Background: an optimization exercise with open tools, aiming at small area, a short achievable clock period and few clock cycles per item. Do not read the settings as production practice. No functional check of the RTL was part of this run. Power figures rest on the tool's default switching activity, not on a simulated workload.

**design/flow/run.sh**
```bash
#!/bin/bash
# synth_recipe.tcl (not shown) runs the flow's synth.tcl, then flattens the netlist and writes it again
# the make line also repeats each setting of config.mk as NAME=value (left out here)
make -C /OpenROAD-flow-scripts/flow DESIGN_CONFIG=/design/flow/config.mk WORK_HOME=/design/flow/orfs CLKGATE_MAP_FILE= SYNTH_SCRIPT=/design/flow/synth_recipe.tcl finish
```
**design/flow/config.mk**
```make
export PLATFORM = sky130hd
export DESIGN_NAME = bounded_deque_with_dump
export DESIGN_NICKNAME = bounded_deque_with_dump
export VERILOG_FILES = /design/flow/design.v
export SDC_FILE = /design/flow/constraint.sdc
export NUM_CORES = 4
export LEC_CHECK = 0
export ABC_CLOCK_PERIOD_IN_PS = 2000
export CAP_MARGIN = 20
export CORE_MARGIN = 2
export CORE_UTILIZATION = 40
export SETUP_SLACK_MARGIN = 3.0
export SLEW_MARGIN = 20
```
**design/flow/design.v**
```verilog
`default_nettype none
package bdq_pkg;
    localparam int OP_W     = 3;
    localparam int STATUS_W = 2;
    localparam int VALUE_W  = 32;
    localparam logic [OP_W-1:0] OP_PUSH_FRONT = 3'd0;
    localparam logic [OP_W-1:0] OP_PUSH_BACK  = 3'd1;
    localparam logic [OP_W-1:0] OP_LIST       = 3'd2;
    localparam logic [OP_W-1:0] OP_POP_FRONT  = 3'd3;
    localparam logic [OP_W-1:0] OP_POP_BACK   = 3'd4;
    localparam logic [STATUS_W-1:0] STAT_OK    = 2'd0;
    localparam logic [STATUS_W-1:0] STAT_EMPTY = 2'd1;
    localparam logic [STATUS_W-1:0] STAT_FULL  = 2'd2;
endpackage
`default_nettype wire
`default_nettype none
import bdq_pkg::*;
module bounded_deque_with_dump
#(
    parameter int DEPTH      = 16,
    parameter int DATA_WIDTH = 32
) (
    input  wire logic                         aclk,
    input  wire logic                         aresetn,
    input  wire logic                         s_valid,
    output logic                              s_ready,
    input  wire logic        [OP_W-1:0]       s_op,
    input  wire logic signed [VALUE_W-1:0]    s_value,
    output logic                              m_valid,
    input  wire logic                         m_ready,
    output logic             [STATUS_W-1:0]   m_status,
    output logic signed      [VALUE_W-1:0]    m_data,
    output logic             [$clog2(DEPTH+1)-1:0] m_fill,
    output logic                              m_last
);
    localparam int CNT_W = $clog2(DEPTH + 1);
    localparam int PTR_W = $clog2(DEPTH);
    logic [DATA_WIDTH-1:0] mem [DEPTH];
    logic [PTR_W-1:0]      head_q, tail_q;      
    logic [CNT_W-1:0]      cnt_q;
    logic                  empty_q;
    logic                  lst_q;               
    logic [PTR_W-1:0]      lp_q;                
    logic [PTR_W-1:0]      lrem_q;              
    logic                  rdy_q;
    logic                  rv_q;                
    logic [OP_W-1:0]       rop_q;
    logic                  ov_q;                
    logic [STATUS_W-1:0]   o_st_q;
    logic [VALUE_W-1:0]    o_data_q;
    logic [CNT_W-1:0]      o_fill_q;
    logic                  o_last_q;
    logic                  kv_q;                
    logic [STATUS_W-1:0]   k_st_q;
    logic [VALUE_W-1:0]    k_data_q;
    logic [CNT_W-1:0]      k_fill_q;
    logic                  k_last_q;
    logic                  acc, fire, fire_r, take;
    logic                  full;
    logic                  is_push, is_pushf, is_pushb, is_list, is_popf, is_popb, is_pop;
    logic [STATUS_W-1:0]   b_st;
    logic [VALUE_W-1:0]    b_data;
    logic [CNT_W-1:0]      b_fill;
    logic                  b_last;
    logic [PTR_W-1:0]      b_addr;
    logic                  b_rd;
    assign full    = cnt_q[CNT_W-1];
    assign acc     = s_valid && rdy_q;
    assign fire_r  = rv_q && !lst_q && !kv_q;
    assign fire    = !kv_q && (lst_q || rv_q);
    assign take    = m_ready || !ov_q;
    assign is_pushf = (rop_q == OP_PUSH_FRONT);
    assign is_pushb = (rop_q == OP_PUSH_BACK);
    assign is_push  = is_pushf || is_pushb;
    assign is_list  = (rop_q == OP_LIST);
    assign is_popf  = (rop_q == OP_POP_FRONT);
    assign is_popb  = (rop_q == OP_POP_BACK);
    assign is_pop   = is_popf || is_popb;
    always_comb begin
        b_st   = STAT_OK;
        b_fill = cnt_q;
        b_last = 1'b1;
        b_rd   = 1'b0;
        b_addr = head_q;
        if (lst_q) begin
            b_rd   = 1'b1;
            b_addr = lp_q;
            b_last = (lrem_q == '0);
        end else if (is_push) begin
            if (full) b_st = STAT_FULL;
            else      b_fill = cnt_q + CNT_W'(1);
        end else if (is_list || is_pop) begin
            if (empty_q) begin
                b_st = STAT_EMPTY;
            end else begin
                b_rd = 1'b1;
                if (is_popb) b_addr = tail_q - PTR_W'(1);
                if (is_pop)  b_fill = cnt_q - CNT_W'(1);
                else         b_last = (cnt_q == CNT_W'(1));
            end
        end
    end
    assign b_data = b_rd ? mem[b_addr] : '0;
    logic [PTR_W-1:0]      head_n, tail_n;
    logic [CNT_W-1:0]      cnt_n;
    always_comb begin
        head_n = head_q;
        tail_n = tail_q;
        cnt_n  = cnt_q;
        if (fire_r) begin
            if (is_push && !full) begin
                cnt_n = cnt_q + CNT_W'(1);
                if (is_pushb) tail_n = tail_q + PTR_W'(1);
                else          head_n = head_q - PTR_W'(1);
            end
            if (is_pop && !empty_q) begin
                cnt_n = cnt_q - CNT_W'(1);
                if (is_popf) head_n = head_q + PTR_W'(1);
                else         tail_n = tail_q - PTR_W'(1);
            end
        end
    end
    logic                  we;
    assign we = !cnt_n[CNT_W-1] && !(rv_q && (lst_q || kv_q));
    always_ff @(posedge aclk) begin
        for (int i = 0; i < DEPTH; i++) begin
            if (we && (tail_n == PTR_W'(i) || head_n == PTR_W'(i + 1)))
                mem[i] <= s_value;
        end
    end
    logic                  kv_n, lst_n, rv_n;
    always_comb begin
        kv_n  = !take && (kv_q || fire);
        lst_n = lst_q;
        if (fire) begin
            if (lst_q) begin
                if (lrem_q == '0) lst_n = 1'b0;
            end else if (is_list && !empty_q && cnt_q != CNT_W'(1)) begin
                lst_n = 1'b1;
            end
        end
        rv_n = acc || (rv_q && !fire_r);
    end
    always_ff @(posedge aclk) begin
        if (!aresetn) begin
            head_q  <= '0;
            tail_q  <= '0;
            cnt_q   <= '0;
            empty_q <= 1'b1;
            lst_q   <= 1'b0;
            rv_q    <= 1'b0;
            kv_q    <= 1'b0;
            ov_q    <= 1'b0;
            rdy_q   <= 1'b1;
        end else begin
            head_q  <= head_n;
            tail_q  <= tail_n;
            cnt_q   <= cnt_n;
            empty_q <= (cnt_n == '0);
            kv_q    <= kv_n;
            lst_q   <= lst_n;
            rv_q    <= rv_n;
            rdy_q   <= !rv_n || (!kv_n && !lst_n);
            if (take) ov_q <= kv_q || fire;
        end
    end
    always_ff @(posedge aclk) begin
        if (acc) rop_q <= s_op;
    end
    always_ff @(posedge aclk) begin
        if (fire) begin
            if (lst_q) begin
                lp_q   <= lp_q + PTR_W'(1);
                lrem_q <= lrem_q - PTR_W'(1);
            end else begin
                lp_q   <= head_q + PTR_W'(1);
                lrem_q <= PTR_W'(cnt_q - CNT_W'(2));
            end
        end
    end
    always_ff @(posedge aclk) begin
        if (!kv_q) begin
            k_st_q   <= b_st;
            k_data_q <= b_data;
            k_fill_q <= b_fill;
            k_last_q <= b_last;
        end
    end
    always_ff @(posedge aclk) begin
        if (take) begin
            o_st_q   <= kv_q ? k_st_q   : b_st;
            o_data_q <= kv_q ? k_data_q : b_data;
            o_fill_q <= kv_q ? k_fill_q : b_fill;
            o_last_q <= kv_q ? k_last_q : b_last;
        end
    end
    assign s_ready  = rdy_q;
    assign m_valid  = ov_q;
    assign m_status = o_st_q;
    assign m_data   = o_data_q;
    assign m_fill   = o_fill_q;
    assign m_last   = o_last_q;
endmodule
`default_nettype wire
```
**design/flow/constraint.sdc**
```tcl
create_clock -name core_clock -period 5.0 [get_ports {aclk}]
set_input_delay 1.0000 -clock core_clock [delete_from_list [all_inputs] [get_ports {aclk}]]
set_output_delay 1.0000 -clock core_clock [all_outputs]
set_load 0.01 [all_outputs]
```
==> summary.txt <==
Outcome
  • Outcome: finished clean

Setup path
  • Critical path required time: 5.35 ns
  • Arrival time of data at the critical path endpoint: 3.67 ns
  • Startpoint-to-endpoint class of the critical path: reg -> reg
  • CP Launch Type: flop
  • Critical Path Sink Type: flop
  • Peak fanout along the critical path: 11

Floorplanning
  • Core Rows: 90
  • Top Ports: 81
  • Area of the die: 0.0623 mm^2
  • Initial core utilization: 40.2%
  • Die W: 250 um
  • Die Span Y: 250 um
  • Std-Cell Core Area: 0.0600 mm^2

Pwr
  • Post-layout total power: 13.0 mW
  • Static leakage power: 12.5 nW
  • Worst IR Drop VDD: 0.306 mV
  • Power per unit of standard cell area: 368 mW/mm^2

Place
  • Weighted congestion at the end of routability-driven global placement: 0.834
  • DP Area: 0.0264 mm^2
  • Pre-CTS setup slack: 0.860 ns
  • Half-perimeter wire length after detailed placement: 40,300 um
  • Number of port buffers: 80
  • Placed cell count: 2,402

Routing
  • Routed WL per cell: 34.7 um
  • Total number of vias: 18.4k
  • DRC errors left: 0
  • Via count normalized by instance count: 6.42
  • Iter 0 DRT Violations: 3,079
  • Remaining antenna violation count: 0
  • Total wirelength of the detailed-routed design: 99,400 um
  • Initial DRT Pass Iterations: 8

Synthesis
  • Count of state elements after synthesis: 622
  • EDFF count, synth: 563
  • Predominant post-synthesis flop cell: edfxtp_1
  • Instance count of the mapped netlist: 1,561
  • Cell area after synthesis: 0.0241 mm^2
  • Avg Synthesized Cell Area: 15.5 um^2
  • Syn_nets: 1,613
  • Number of synthesis warnings: 2
  • Proportion of register bits with asynchronous set or reset after synthesis: 0%
  • Count of different cell masters after synthesis: 71
  • Register area share after synthesis: 74.9%

Layout
  • Most frequent standard cell in the layout excluding fill and tap cells: edfxtp_1
  • Post-layout nets: 2,085
  • Design area: 0.0354 mm^2
  • Count of non-filler cells in the finished layout: 2,868
  • Core utilization of the finished layout: 59.1%
  • Area Overhead vs Synth: 46.8%
  • Commonest non-fill, non-tap cells in the layout: edfxtp_1 (563), buf_4 (145), nand2_1 (108), buf_12 (98), buf_6 (94)
  • Fraction of final layout cells with drive strength greater than 1: 41.4%
  • Fill cell count: 4,190

Timing
  • Share of the clock period used by the worst path after layout: 66.4%
  • Final Hold Fails: 0
  • Worst-case hold slack: 0.445 ns
  • Crit path setup slack, layout: 1.68 ns
  • FMAX: 301 MHz
  • Final total negative setup slack: 0 ns
  • Clock tree skew after final layout: 0.0535 ns
  • Final setup violation count: 0
  • Final slew viol count: 0
  • Rel. slew slack: 31.6%
  • Worst Max-Slew Pin Slew: 1.03 ns
  • Shortest period the worst path allows: 3.32 ns
  • Setup repair after global routing missed its margin: yes

Clock tree
  • Number of buffers inserted during clock tree synthesis: 60
  • CTS Sinks: 622
  • Deepest level of the CTS H-tree: 2
  • Clock latency on the worst-skew pair: 0.67 ns
  • Clock root cell: clkbuf_16
  • Maximum clock insertion buffer count: 3
  • Register clock-pin slew on the reported worst setup and hold paths: 0.07 ns
  • CTS tree: done

GRT
  • Overall global routing resource usage: 29.7%
  • Via count of the first global-routing pass: 17.6k
  • Initial antenna violation count: 3
  • Met3 GRT Util: 9.24%
  • Global-route congestion overflow total: 0
  • Met1 usage in global routing: 35.9%
  • Gr busiest metal: met2
  • Pin count of the biggest net entering global routing: 57
  • Met2 track utilization from global routing: 45.0%
  • First-pass GRT wire length: 131,000 um

Min path
  • Type of the worst min-delay path: reg -> reg

Run
  • Number of maximum-capacitance violations: 0
-- Yosys cell counts (14+ instances only) --
| library cell | count | share of area [%] |
|---|---|---|
| a22oi_1 | 68 | 2.1 |
| inv_1 | 16 | 0.25 |
| edfxtp_1 | 563 | 70 |
| a22o_1 | 19 | 0.69 |
| a31oi_1 | 14 | 0.36 |
| nand2_1 | 130 | 2.0 |
| clkbuf_1 | 29 | 0.45 |
| nand3_1 | 27 | 0.56 |
| a21oi_1 | 55 | 1.1 |
| mux2i_1 | 50 | 2.1 |
| a221oi_1 | 30 | 1.1 |
| nor3_1 | 19 | 0.39 |
| nor2_1 | 96 | 1.5 |
| o21ai_0 | 68 | 1.4 |
| a222oi_1 | 18 | 0.75 |
| a32oi_1 | 31 | 1.1 |
| dfxtp_1 | 59 | 4.9 |
| buf_2 | 33 | 0.68 |
| mux2_2 | 15 | 0.70 |
-- kinds of logic after synthesis --
logic type / share of synthesized area (%)
AND/OR/NAND/NOR: 6.60
XOR/XNOR: 0.726
adder cells (fa/ha/maj): 0.674
AO/OA/AOI/OAI: 12.2
flip-flops: 74.9
buffers and inverters: 2.08
multiplexers: 2.77
-- power breakdown --
part	internal, mW	switching (mW)	leakage, nW
clock	2.85	2.09	1.02
combinational	0.883	1.16	5.73
sequential	5.95	0.108	5.75
total	9.68	3.35	12.5
-- registers in the layout, indices dropped and copies added, names as in the netlist, 3 cells and up --
register / count
o_data_q: 32
tail_q: 4
o_fill_q: 5
rop_q: 3
head_q: 4
k_fill_q: 5
lrem_q: 4
cnt_q: 5
mem: 512
lp_q: 4
k_data_q: 32
-- timing repair --
action | 4_1_cts | 5_1_grt
hold buffers | 0 | 0
gates cloned | 62 | 6
endpoints found under the setup margin | 660 | 664
buffers inserted | 217 | 66
pin swaps | 122 | 90
resized for setup | 646 | 149
-- cell type report --
type	count	area [um^2]	share of cell area [%]
clock inverters	40	524	1.48
well taps	782	978	2.76
clock buffers	73	1590	4.49
repair buffers	482	6400	18.1
inverters	16	60.1	0.169
flip-flops and latches	622	18100	51.1
diodes	2	5.00	0.0141
multi-input cells	851	7780	22.0
-- metal layers --
metal / vias up / routed length [um] / share of wire (%)
met5: - / 143 / 0.14
met3: 497 / 14300 / 14
met1: 9097 / 32400 / 33
met4: 4 / 8990 / 9.0
li1: 7239 / - / -
met2: 1569 / 43600 / 44
-- final timing paths --
| kind | start | endpoint | slack [ns] | depth (start not counted) |
|---|---|---|---|---|
| max reg2reg | rop_q[0] | o_data_q[10] | 1.68 | 10 |
| min | k_data_q[14] | k_data_q[14] | 0.45 | 2 |
| max | rop_q[0] | o_data_q[10] | 1.68 | 10 |
| min reg2reg | k_data_q[14] | k_data_q[14] | 0.45 | 2 |
-- critical path: stages (launching register included) --
cell and delay, ns:
edfxtp_1 0.45, nor4b_4 0.28, buf_4 0.19, nor2_4 0.08
o31ai_4 0.64, buf_4 0.36, nor2_4 0.14, a32oi_4 0.36
nand3_2 0.11, a211oi_2 0.27, a32oi_2 0.15

-- separate check: timing with driven ports --
The flow's constraints put no driver on any port. The routed layout listed below was extracted and timed again, unchanged, in two steps. Step 1 assumes that a clkbuf_16 drives the clock port and a buf_2 every other input. Step 2 also shifts input and output timing later by t, the mid clock arrival at the registers, as if the neighbouring blocks saw the same clock. Slacks: ideal / step 1 / step 2; pairs: ideal / step 1.
t, ns: 0.700
setup WS [ns]: 1.682 / 1.682 / 1.682
hold WS [ns]: 0.445 / 0.445 / 0.445
After both steps setup and hold are still met in this run. For this run, drivers alone change the setup slack by 0.000 ns; drivers and shift together by 0.000 ns.
